This design comes from an exercise in tuning for small area, a short achievable clock period and few clock cycles per item on the open sky130 flow, not from production work. At most, simulation tests tie the RTL to the original design; equivalence was not proved. Power and IR drop assume default switching activity.

Setup of the previous run:
==> flow/design.v <==
`timescale 1ns / 1ps
package rpsf_pkg;
	localparam int unsigned ADDR_W  = 40;
	localparam int unsigned WORD_W  = 32;
	localparam int unsigned TIME_W  = 32;
	localparam int unsigned TMO_W   = 16;
	localparam int unsigned COUNT_W = 8;
	localparam int unsigned LEN_W   = 6;
	localparam int unsigned CMD_W   = 8;
	localparam int unsigned PHASE_W = 3;
	localparam int unsigned CFG_IDX_W = 3;
	localparam logic [CMD_W-1:0] CMD_REQUEST_CODE  = 8'd1;
	localparam logic [CMD_W-1:0] CMD_RESPONSE_CODE = 8'd2;
	localparam logic [CMD_W-1:0] CMD_PING_CODE     = 8'd3;
	localparam logic [CMD_W-1:0] CMD_PONG_CODE     = 8'd4;
	localparam logic [LEN_W-1:0] RESPONSE_LENGTH   = 6'd6;
	localparam logic [LEN_W-1:0] VERIFY_LENGTH     = 6'd8;
	localparam logic KIND_REQUEST = 1'b0;
	localparam logic KIND_PONG    = 1'b1;
	localparam logic [ADDR_W-1:0]  DEFAULT_ADDRESS_RST = 40'd733295205870;
	localparam logic [WORD_W-1:0]  DEVICE_ID_RST       = 32'd272914040;
	localparam logic [WORD_W-1:0]  HOST_MAGIC_RST      = 32'd0;
	localparam logic [WORD_W-1:0]  SLAVE_MAGIC_RST     = 32'd0;
	localparam logic [COUNT_W-1:0] VERIFY_TARGET_RST   = 8'd5;
	localparam logic [TMO_W-1:0]   RESPONSE_TMO_RST    = 16'd100;
	localparam logic [TMO_W-1:0]   VERIFY_TMO_RST      = 16'd5000;
	localparam logic [TMO_W-1:0]   SILENT_DONE_RST     = 16'd3000;
	localparam logic [COUNT_W-1:0] COUNT_MAX = {COUNT_W{1'b1}};
	typedef enum logic [PHASE_W-1:0] {
		PH_IDLE   = 3'd0,
		PH_SEND   = 3'd1,
		PH_WAIT   = 3'd2,
		PH_VERIFY = 3'd3,
		PH_DONE   = 3'd4
	} phase_t;
	typedef enum logic [CFG_IDX_W-1:0] {
		REG_DEFAULT_ADDRESS = 3'd0,
		REG_DEVICE_ID       = 3'd1,
		REG_HOST_MAGIC      = 3'd2,
		REG_SLAVE_MAGIC     = 3'd3,
		REG_VERIFY_TARGET   = 3'd4,
		REG_RESPONSE_TMO    = 3'd5,
		REG_VERIFY_TMO      = 3'd6,
		REG_SILENT_DONE     = 3'd7
	} cfg_reg_t;
endpackage
`timescale 1ns / 1ps
module radio_pairing_slave_fsm_top (
	input  logic                                 clk,
	input  logic                                 arst_n,
	input  logic                                 cfg_we,
	input  logic [rpsf_pkg::CFG_IDX_W-1:0]       cfg_index,
	input  logic [rpsf_pkg::ADDR_W-1:0]          cfg_data,
	input  logic                                 poll_valid,
	output logic                                 poll_ready,
	input  logic                                 poll_enable,
	input  logic [rpsf_pkg::TIME_W-1:0]          poll_now_ms,
	input  logic                                 poll_rx_valid,
	input  logic [rpsf_pkg::LEN_W-1:0]           poll_rx_length,
	input  logic [rpsf_pkg::CMD_W-1:0]           poll_rx_command,
	input  logic [rpsf_pkg::WORD_W-1:0]          poll_rx_magic,
	input  logic [rpsf_pkg::ADDR_W-1:0]          poll_rx_granted_address,
	output logic                                 result_valid,
	input  logic                                 result_ready,
	output logic                                 result_send_valid,
	output logic                                 result_send_kind,
	output logic [rpsf_pkg::WORD_W-1:0]          result_send_word,
	output logic [rpsf_pkg::ADDR_W-1:0]          result_send_address,
	output logic [rpsf_pkg::ADDR_W-1:0]          result_link_address,
	output logic                                 result_rx_flush,
	output logic [rpsf_pkg::PHASE_W-1:0]         result_phase,
	output logic [rpsf_pkg::COUNT_W-1:0]         result_verify_count,
	output logic                                 result_finish
);
	logic [rpsf_pkg::ADDR_W-1:0]  default_address_q;
	logic [rpsf_pkg::WORD_W-1:0]  device_id_q;
	logic [rpsf_pkg::WORD_W-1:0]  host_magic_q;
	logic [rpsf_pkg::WORD_W-1:0]  slave_magic_q;
	logic [rpsf_pkg::COUNT_W-1:0] verify_target_q;
	logic [rpsf_pkg::TMO_W-1:0]   response_tmo_q;
	logic [rpsf_pkg::TMO_W-1:0]   verify_tmo_q;
	logic [rpsf_pkg::TMO_W-1:0]   silent_done_q;
	logic [rpsf_pkg::PHASE_W-1:0] phase_q;
	logic [rpsf_pkg::TIME_W-1:0]  time_q;
	logic [rpsf_pkg::COUNT_W-1:0] count_q;
	logic                         goal_q;
	logic [rpsf_pkg::ADDR_W-1:0]  link_q;
	logic                         valid_q;
	logic                         send_q;
	logic                         event_q;
	logic                         fire;
	logic                         in_idle, in_send, in_wait, in_verify, in_done;
	logic                         resp_ok, ping_ok;
	logic [rpsf_pkg::TIME_W-1:0]  since;
	logic [rpsf_pkg::TMO_W-1:0]   limit;
	logic                         expired;
	logic [rpsf_pkg::COUNT_W-1:0] count_inc;
	logic [rpsf_pkg::PHASE_W-1:0] phase_d;
	assign poll_ready = !valid_q || result_ready;
	assign fire       = poll_valid && poll_ready;
	always_ff @(posedge clk or negedge arst_n) begin
		if (!arst_n) begin
			default_address_q <= rpsf_pkg::DEFAULT_ADDRESS_RST;
			device_id_q       <= rpsf_pkg::DEVICE_ID_RST;
			host_magic_q      <= rpsf_pkg::HOST_MAGIC_RST;
			slave_magic_q     <= rpsf_pkg::SLAVE_MAGIC_RST;
			verify_target_q   <= rpsf_pkg::VERIFY_TARGET_RST;
			response_tmo_q    <= rpsf_pkg::RESPONSE_TMO_RST;
			verify_tmo_q      <= rpsf_pkg::VERIFY_TMO_RST;
			silent_done_q     <= rpsf_pkg::SILENT_DONE_RST;
		end else if (cfg_we) begin
			case (cfg_index)
				rpsf_pkg::REG_DEFAULT_ADDRESS: default_address_q <= cfg_data;
				rpsf_pkg::REG_DEVICE_ID:     device_id_q   <= cfg_data[rpsf_pkg::WORD_W-1:0];
				rpsf_pkg::REG_HOST_MAGIC:    host_magic_q  <= cfg_data[rpsf_pkg::WORD_W-1:0];
				rpsf_pkg::REG_SLAVE_MAGIC:   slave_magic_q <= cfg_data[rpsf_pkg::WORD_W-1:0];
				rpsf_pkg::REG_VERIFY_TARGET:
					verify_target_q <= cfg_data[rpsf_pkg::COUNT_W-1:0];
				rpsf_pkg::REG_RESPONSE_TMO:  response_tmo_q <= cfg_data[rpsf_pkg::TMO_W-1:0];
				rpsf_pkg::REG_VERIFY_TMO:    verify_tmo_q   <= cfg_data[rpsf_pkg::TMO_W-1:0];
				rpsf_pkg::REG_SILENT_DONE:   silent_done_q  <= cfg_data[rpsf_pkg::TMO_W-1:0];
				default: ;
			endcase
		end
	end
	assign in_idle   = (phase_q == rpsf_pkg::PH_IDLE);
	assign in_send   = (phase_q == rpsf_pkg::PH_SEND);
	assign in_wait   = (phase_q == rpsf_pkg::PH_WAIT);
	assign in_verify = (phase_q == rpsf_pkg::PH_VERIFY);
	assign in_done   = (phase_q == rpsf_pkg::PH_DONE);
	assign resp_ok = poll_rx_valid && (poll_rx_length == rpsf_pkg::RESPONSE_LENGTH)
		&& (poll_rx_command == rpsf_pkg::CMD_RESPONSE_CODE);
	assign ping_ok = poll_rx_valid && (poll_rx_length == rpsf_pkg::VERIFY_LENGTH)
		&& (poll_rx_command == rpsf_pkg::CMD_PING_CODE) && (poll_rx_magic == host_magic_q);
	assign since     = poll_now_ms - time_q;
	assign limit     = in_wait ? response_tmo_q : (goal_q ? silent_done_q : verify_tmo_q);
	assign expired   = since > {{(rpsf_pkg::TIME_W-rpsf_pkg::TMO_W){1'b0}}, limit};
	assign count_inc = (count_q != rpsf_pkg::COUNT_MAX) ? count_q + 1'b1 : count_q;
	always_comb begin
		phase_d = phase_q;
		if (!poll_enable) begin
			phase_d = rpsf_pkg::PH_IDLE;
		end else begin
			case (phase_q)
				rpsf_pkg::PH_IDLE: phase_d = rpsf_pkg::PH_SEND;
				rpsf_pkg::PH_SEND: phase_d = rpsf_pkg::PH_WAIT;
				rpsf_pkg::PH_WAIT: begin
					if (resp_ok)
						phase_d = rpsf_pkg::PH_VERIFY;
					else if (expired)
						phase_d = rpsf_pkg::PH_SEND;
				end
				rpsf_pkg::PH_VERIFY: begin
					if (!ping_ok && expired)
						phase_d = goal_q ? rpsf_pkg::PH_DONE : rpsf_pkg::PH_SEND;
				end
				rpsf_pkg::PH_DONE: phase_d = rpsf_pkg::PH_DONE;
				default: phase_d = rpsf_pkg::PH_IDLE;
			endcase
		end
	end
	always_ff @(posedge clk or negedge arst_n) begin
		if (!arst_n) begin
			phase_q <= rpsf_pkg::PH_IDLE;
			count_q <= '0;
			link_q  <= rpsf_pkg::DEFAULT_ADDRESS_RST;
			valid_q <= 1'b0;
		end else begin
			if (fire) begin
				phase_q <= phase_d;
				if (poll_enable) begin
					if (in_idle || (in_wait && resp_ok))
						count_q <= '0;
					else if (in_verify && ping_ok)
						count_q <= count_inc;
					if (in_idle || in_send)
						link_q <= default_address_q;
					else if (in_wait && resp_ok)
						link_q <= poll_rx_granted_address;
				end
			end
			if (fire)
				valid_q <= 1'b1;
			else if (result_ready)
				valid_q <= 1'b0;
		end
	end
	always_ff @(posedge clk) begin
		if (fire) begin
			if (!((in_wait && !resp_ok) || (in_verify && !ping_ok)))
				time_q <= poll_now_ms;
			if (in_wait && resp_ok)
				goal_q <= 1'b0;
			else if (in_verify && ping_ok)
				goal_q <= goal_q || (count_inc >= verify_target_q);
			send_q  <= poll_enable && (in_send || (in_verify && ping_ok));
			event_q <= poll_enable && ((in_wait && resp_ok) || in_done);
		end
	end
	assign result_valid        = valid_q;
	assign result_send_valid   = send_q;
	assign result_send_kind    = send_q && phase_q[0];
	assign result_send_word    = !send_q ? '0 : (phase_q[0] ? slave_magic_q : device_id_q);
	assign result_send_address = send_q ? link_q : '0;
	assign result_link_address = link_q;
	assign result_rx_flush     = event_q && !phase_q[2];
	assign result_phase        = phase_q;
	assign result_verify_count = count_q;
	assign result_finish       = event_q && phase_q[2];
endmodule
clock: 5.5 ns
lec_check: 0
cap_margin: 20
core_margin: 2
core_utilization: 40
slew_margin: 20
standard.sh (not shown) runs the stock make flow with config.mk's settings and CLKGATE_MAP_FILE= SYNTH_SCRIPT=/design/flow/synth_recipe.tcl, a recipe that flattens the netlist after the stock synthesis.
==> flow/flow/run.sh <==
#!/bin/bash
# Standard layout, except that the port buffers are the smallest buffer
# (buf_1) instead of the one buffer_ports picks by default.
set -euo pipefail
export BUFFER_PORTS_ARGS="-buffer_cell sky130_fd_sc_hd__buf_1"
bash standard.sh finish > standard_flow.log 2>&1
The flow did not stop early for the previous run: all stages ran, and the layout cleared the timing, DRC and antenna checks.
Testbench counts of the previous run, summed over its fixed seeds: cycles 24,008, items 24,000.
Inputs modified between the previous run and the current run:
--- a/flow/design.v
+++ b/flow/design.v
@@ -89,15 +89,31 @@
 	logic                         send_q;
 	logic                         event_q;
 	logic                         fire;
 	logic                         in_idle, in_send, in_wait, in_verify, in_done;
 	logic                         resp_ok, ping_ok;
-	logic [rpsf_pkg::TIME_W-1:0]  since;
+	logic [rpsf_pkg::TMO_W-1:0]   now_lo, now_hi, tim_lo, tim_hi;
+	logic [rpsf_pkg::TMO_W-1:0]   hi_same, hi_next, csa_s, csa_c;
+	logic                         lo_ok, hi_ne, lo_gt;
 	logic [rpsf_pkg::TMO_W-1:0]   limit;
 	logic                         expired;
 	logic [rpsf_pkg::COUNT_W-1:0] count_inc;
 	logic [rpsf_pkg::PHASE_W-1:0] phase_d;
+	function automatic logic carry_out(input logic [rpsf_pkg::TMO_W-1:0] a,
+			input logic [rpsf_pkg::TMO_W-1:0] b, input logic cin);
+		logic [rpsf_pkg::TMO_W-1:0] g, p;
+		g = a & b;
+		p = a | b;
+		g[0] = g[0] | (p[0] & cin);
+		for (int s = 1; s < rpsf_pkg::TMO_W; s = s * 2) begin
+			for (int i = 0; i + 2 * s <= rpsf_pkg::TMO_W; i = i + 2 * s) begin
+				g[i + 2 * s - 1] = g[i + 2 * s - 1] | (p[i + 2 * s - 1] & g[i + s - 1]);
+				p[i + 2 * s - 1] = p[i + 2 * s - 1] & p[i + s - 1];
+			end
+		end
+		carry_out = g[rpsf_pkg::TMO_W-1];
+	endfunction
 	assign poll_ready = !valid_q || result_ready;
 	assign fire       = poll_valid && poll_ready;
 	always_ff @(posedge clk or negedge arst_n) begin
 		if (!arst_n) begin
 			default_address_q <= rpsf_pkg::DEFAULT_ADDRESS_RST;
@@ -130,13 +146,24 @@
 	assign in_done   = (phase_q == rpsf_pkg::PH_DONE);
 	assign resp_ok = poll_rx_valid && (poll_rx_length == rpsf_pkg::RESPONSE_LENGTH)
 		&& (poll_rx_command == rpsf_pkg::CMD_RESPONSE_CODE);
 	assign ping_ok = poll_rx_valid && (poll_rx_length == rpsf_pkg::VERIFY_LENGTH)
 		&& (poll_rx_command == rpsf_pkg::CMD_PING_CODE) && (poll_rx_magic == host_magic_q);
-	assign since     = poll_now_ms - time_q;
 	assign limit     = in_wait ? response_tmo_q : (goal_q ? silent_done_q : verify_tmo_q);
-	assign expired   = since > {{(rpsf_pkg::TIME_W-rpsf_pkg::TMO_W){1'b0}}, limit};
+	assign expired   = hi_ne || lo_gt;
+	assign now_lo  = poll_now_ms[rpsf_pkg::TMO_W-1:0];
+	assign now_hi  = poll_now_ms[rpsf_pkg::TIME_W-1:rpsf_pkg::TMO_W];
+	assign tim_lo  = time_q[rpsf_pkg::TMO_W-1:0];
+	assign tim_hi  = time_q[rpsf_pkg::TIME_W-1:rpsf_pkg::TMO_W];
+	assign lo_ok   = carry_out(now_lo, ~tim_lo, 1'b1);
+	assign hi_same = ~(now_hi ^ tim_hi);
+	assign hi_next = {hi_same[rpsf_pkg::TMO_W-1:1] ~^ (now_hi[rpsf_pkg::TMO_W-2:0] | ~tim_hi[rpsf_pkg::TMO_W-2:0]),
+		~hi_same[0]};
+	assign hi_ne   = lo_ok ? !(&hi_same) : !(&hi_next);
+	assign csa_s   = now_lo ^ ~tim_lo ^ ~limit;
+	assign csa_c   = (now_lo & ~tim_lo) | (now_lo & ~limit) | (~tim_lo & ~limit);
+	assign lo_gt   = !(!csa_c[rpsf_pkg::TMO_W-1] ^ carry_out(csa_s, {csa_c[rpsf_pkg::TMO_W-2:0], 1'b1}, 1'b0) ^ lo_ok);
 	assign count_inc = (count_q != rpsf_pkg::COUNT_MAX) ? count_q + 1'b1 : count_q;
 	always_comb begin
 		phase_d = phase_q;
 		if (!poll_enable) begin
 			phase_d = rpsf_pkg::PH_IDLE;
For the previous run, the cell with the largest stage delay on the worst path was fa_1, unlike the current run, where it was and2_1.
Row setup skew after layout: the current run higher / the previous run lower
Per the comparison of the current run with the previous run, depth of the most critical reg-to-reg path saw a decrease; number of antenna violations at the first check in global routing saw a decrease; synthesis-to-finish area growth saw an increase.
The current run against the previous run: cell count down 203, switching share of power down 2.0 points, met2 wirelength from detailed routing down about 10%, combinational power down about 16%.
The current run completed end to end with timing, DRC and antenna clean.
No functional check of the RTL was part of the current run.

========
Another version of the RTL of radio_pairing_slave_fsm_top (not shown whole).
Size in the first run: about 300 I/O pins, about 14,000 sq um of cells after synthesis.
==> flow/design.v (excerpt) <==
module radio_pairing_slave_fsm_top (
	input  logic                                 clk,
	input  logic                                 arst_n,
	input  logic                                 cfg_we,
	input  logic [rpsf_pkg::CFG_IDX_W-1:0]       cfg_index,
	input  logic [rpsf_pkg::ADDR_W-1:0]          cfg_data,
	input  logic                                 poll_valid,
	output logic                                 poll_ready,
	input  logic                                 poll_enable,
	input  logic [rpsf_pkg::TIME_W-1:0]          poll_now_ms,
	input  logic                                 poll_rx_valid,
	input  logic [rpsf_pkg::LEN_W-1:0]           poll_rx_length,
	input  logic [rpsf_pkg::CMD_W-1:0]           poll_rx_command,
	input  logic [rpsf_pkg::WORD_W-1:0]          poll_rx_magic,
	input  logic [rpsf_pkg::ADDR_W-1:0]          poll_rx_granted_address,
	output logic                                 result_valid,
	input  logic                                 result_ready,
	output logic                                 result_send_valid,
	output logic                                 result_send_kind,
	output logic [rpsf_pkg::WORD_W-1:0]          result_send_word,
	output logic [rpsf_pkg::ADDR_W-1:0]          result_send_address,
	output logic [rpsf_pkg::ADDR_W-1:0]          result_link_address,
	output logic                                 result_rx_flush,
	output logic [rpsf_pkg::PHASE_W-1:0]         result_phase,
	output logic [rpsf_pkg::COUNT_W-1:0]         result_verify_count,
	output logic                                 result_finish
);
==> flow/config.mk <==
export PLATFORM = sky130hd
export DESIGN_NAME = radio_pairing_slave_fsm_top
export DESIGN_NICKNAME = radio_pairing_slave_fsm_top
export VERILOG_FILES = /design/flow/design.v
export SDC_FILE = /design/flow/constraint.sdc
export NUM_CORES = 4
export LEC_CHECK = 0
export CAP_MARGIN = 20
export CORE_MARGIN = 2
export CORE_UTILIZATION = 65
export CTS_CLUSTER_DIAMETER = 100
export CTS_CLUSTER_SIZE = 30
export SETUP_SLACK_MARGIN = 2.8
export SLEW_MARGIN = 20
export SYNTH_HIERARCHICAL = 1
==> flow/constraint.sdc <==
create_clock -name core_clock -period 5.5 [get_ports {clk}]
set_input_delay 1.1000 -clock core_clock [delete_from_list [all_inputs] [get_ports {clk}]]
set_output_delay 1.1000 -clock core_clock [all_outputs]
set_load 0.01 [all_outputs]
==> flow/flow/run.sh <==
#!/bin/bash
# Standard layout with two changes:
#  - the port buffers are the smallest buffer (buf_1) instead of the one
#    buffer_ports picks by default;
#  - the slow four-input OR/NOR cells, the three-input OR cells and the
#    4-stack AOI/OAI are added to
#    the don't-use list, so synthesis builds wide ORs from faster gates.
set -euo pipefail
export BUFFER_PORTS_ARGS="-buffer_cell sky130_fd_sc_hd__buf_1"
PLATFORM_DONT_USE="sky130_fd_sc_hd__lpflow_bleeder_1 sky130_fd_sc_hd__lpflow_clkbufkapwr_1 sky130_fd_sc_hd__lpflow_clkbufkapwr_16 sky130_fd_sc_hd__lpflow_clkbufkapwr_2 sky130_fd_sc_hd__lpflow_clkbufkapwr_4 sky130_fd_sc_hd__lpflow_clkbufkapwr_8 sky130_fd_sc_hd__lpflow_clkinvkapwr_1 sky130_fd_sc_hd__lpflow_clkinvkapwr_16 sky130_fd_sc_hd__lpflow_clkinvkapwr_2 sky130_fd_sc_hd__lpflow_clkinvkapwr_4 sky130_fd_sc_hd__lpflow_clkinvkapwr_8 sky130_fd_sc_hd__lpflow_decapkapwr_12 sky130_fd_sc_hd__lpflow_decapkapwr_3 sky130_fd_sc_hd__lpflow_decapkapwr_4 sky130_fd_sc_hd__lpflow_decapkapwr_6 sky130_fd_sc_hd__lpflow_decapkapwr_8 sky130_fd_sc_hd__lpflow_inputiso0n_1 sky130_fd_sc_hd__lpflow_inputiso0p_1 sky130_fd_sc_hd__lpflow_inputiso1n_1 sky130_fd_sc_hd__lpflow_inputiso1p_1 sky130_fd_sc_hd__lpflow_inputisolatch_1 sky130_fd_sc_hd__lpflow_isobufsrc_1 sky130_fd_sc_hd__lpflow_isobufsrc_16 sky130_fd_sc_hd__lpflow_isobufsrc_2 sky130_fd_sc_hd__lpflow_isobufsrc_4 sky130_fd_sc_hd__lpflow_isobufsrc_8 sky130_fd_sc_hd__lpflow_isobufsrckapwr_16 sky130_fd_sc_hd__lpflow_lsbuf_lh_hl_isowell_tap_1 sky130_fd_sc_hd__lpflow_lsbuf_lh_hl_isowell_tap_2 sky130_fd_sc_hd__lpflow_lsbuf_lh_hl_isowell_tap_4 sky130_fd_sc_hd__lpflow_lsbuf_lh_isowell_4 sky130_fd_sc_hd__lpflow_lsbuf_lh_isowell_tap_1 sky130_fd_sc_hd__lpflow_lsbuf_lh_isowell_tap_2 sky130_fd_sc_hd__lpflow_lsbuf_lh_isowell_tap_4 sky130_fd_sc_hd__probe_p_8 sky130_fd_sc_hd__probec_p_8 "
EXTRA_DONT_USE="sky130_fd_sc_hd__a2111o_1 sky130_fd_sc_hd__a2111o_2 sky130_fd_sc_hd__a2111o_4 sky130_fd_sc_hd__a2111oi_0 sky130_fd_sc_hd__a2111oi_1 sky130_fd_sc_hd__a2111oi_2 sky130_fd_sc_hd__a2111oi_4 sky130_fd_sc_hd__nor4_1 sky130_fd_sc_hd__nor4_2 sky130_fd_sc_hd__nor4_4 sky130_fd_sc_hd__nor4b_1 sky130_fd_sc_hd__nor4b_2 sky130_fd_sc_hd__nor4b_4 sky130_fd_sc_hd__nor4bb_1 sky130_fd_sc_hd__nor4bb_2 sky130_fd_sc_hd__nor4bb_4 sky130_fd_sc_hd__o2111a_1 sky130_fd_sc_hd__o2111a_2 sky130_fd_sc_hd__o2111a_4 sky130_fd_sc_hd__o2111ai_1 sky130_fd_sc_hd__o2111ai_2 sky130_fd_sc_hd__o2111ai_4 sky130_fd_sc_hd__or4_1 sky130_fd_sc_hd__or4_2 sky130_fd_sc_hd__or4_4 sky130_fd_sc_hd__or4b_1 sky130_fd_sc_hd__or4b_2 sky130_fd_sc_hd__or4b_4 sky130_fd_sc_hd__or4bb_1 sky130_fd_sc_hd__or4bb_2 sky130_fd_sc_hd__or4bb_4 sky130_fd_sc_hd__or3_1 sky130_fd_sc_hd__or3_2 sky130_fd_sc_hd__or3_4 sky130_fd_sc_hd__or3b_1 sky130_fd_sc_hd__or3b_2 sky130_fd_sc_hd__or3b_4"
bash standard.sh DONT_USE_CELLS="$PLATFORM_DONT_USE $EXTRA_DONT_USE" finish > standard_flow.log 2>&1
The baseline finished clean.
Change:
--- a/flow/design.v
+++ b/flow/design.v
@@ -86,14 +86,15 @@
 	logic [rpsf_pkg::COUNT_W-1:0] count_q;
 	logic                         goal_q;
 	logic [rpsf_pkg::ADDR_W-1:0]  link_q;
 	logic                         valid_q;
 	logic                         send_q;
 	logic                         event_q;
 	logic                         pong_q, request_q;
+	logic [rpsf_pkg::WORD_W-1:0]  word_sn, word_dn;
 	logic                         init1_q, init2_q;
 	logic [7:0]                   cfg_en;
 	logic [rpsf_pkg::ADDR_W-1:0]  cfg_wd [8];
 	logic                         fire;
 	logic                         in_idle, in_send, in_wait, in_verify, in_done;
 	logic                         resp_ok, ping_ok;
 	logic [rpsf_pkg::TMO_W-1:0]   now_lo, now_hi, tim_lo, tim_hi;
@@ -301,16 +302,19 @@
 			pong_q    <= poll_enable && in_verify && ping_ok;
 			event_q <= poll_enable && ((in_wait && resp_ok) || in_done);
 		end
 	end
 	assign result_valid        = valid_q;
 	assign result_send_valid   = send_q;
 	assign result_send_kind    = pong_q;
-	assign result_send_word    = (slave_magic_q & {rpsf_pkg::WORD_W{pong_q}})
-		| (device_id_q & {rpsf_pkg::WORD_W{request_q}});
+	rpsf_nand2x16 u_wd_sl (.x(slave_magic_q[15:0]), .s(pong_q), .yn(word_sn[15:0]));
+	rpsf_nand2x16 u_wd_sh (.x(slave_magic_q[31:16]), .s(pong_q), .yn(word_sn[31:16]));
+	rpsf_nand2x16 u_wd_dl (.x(device_id_q[15:0]), .s(request_q), .yn(word_dn[15:0]));
+	rpsf_nand2x16 u_wd_dh (.x(device_id_q[31:16]), .s(request_q), .yn(word_dn[31:16]));
+	assign result_send_word    = ~(word_sn & word_dn);
 	assign result_send_address = send_q ? link_q : '0;
 	assign result_link_address = link_q;
 	assign result_rx_flush     = event_q && !phase_q[2];
 	assign result_phase        = phase_q;
 	assign result_verify_count = count_q;
 	assign result_finish       = event_q && phase_q[2];
 endmodule
Clock power increases by about 5%.
Routed wire length goes up by 6.7%.
Total power rises by 1.6%.
Maximum frequency fell by 1.7%.
Hold slack gets worse by 0.017 ns.
Count of clock-buffer cells in the layout goes down by 1.
Sequential share of layout area is lower by 0.76 points.
Setup slack degrades by 0.047 ns.
Core utilization is lower by 1.2 points.
Non-clock buffer count rose by 3.
Final cell count grows by about 6%.
Global-route usage rose by 1.9 points.
Final area climbs by about 1.5%.
First-iteration DRC count grows by about 6%.
No run of this note included a check of the RTL's function; only the layout flow was run.

==> what the ideal ports hide <==
The results above use ideal ports. As a check the final layouts listed here were re-extracted and re-timed, cells and wires unchanged.
Step 1: set_driving_cell puts a clkbuf_16 on clk and a buf_2 on each other input, an assumption about the parent block.
Step 2 adds t to the input delays and takes it off the output delays; t is the mean of the earliest and latest rising clock arrival at the registers after step 1. Input paths then give back, and output paths get back, about the clock's delay inside the block.
a / b / c = no drivers / after step 1 / after step 2; a / b = the first two.
| run | t, ns | setup WS [ns] | hold slack, ns |
|---|---|---|---|
| the previous run | 0.562 | 0.870 / 0.902 / 0.339 | 0.503 / 0.503 / 0.503 |
| the current run | 0.552 | 0.881 / 0.881 / 0.881 | 0.504 / 0.504 / 0.504 |
| the first run of note 2 | 0.529 | 2.784 / 2.769 / 2.278 | 0.545 / 0.545 / 0.545 |
| the second run of note 2 | 0.528 | 2.737 / 2.735 / 2.207 | 0.527 / 0.527 / 0.527 |
After both steps every run listed still meets setup and hold. The setup slack of the previous run, which loses most, moves by +0.032 ns with the drivers and by -0.531 ns with both steps.
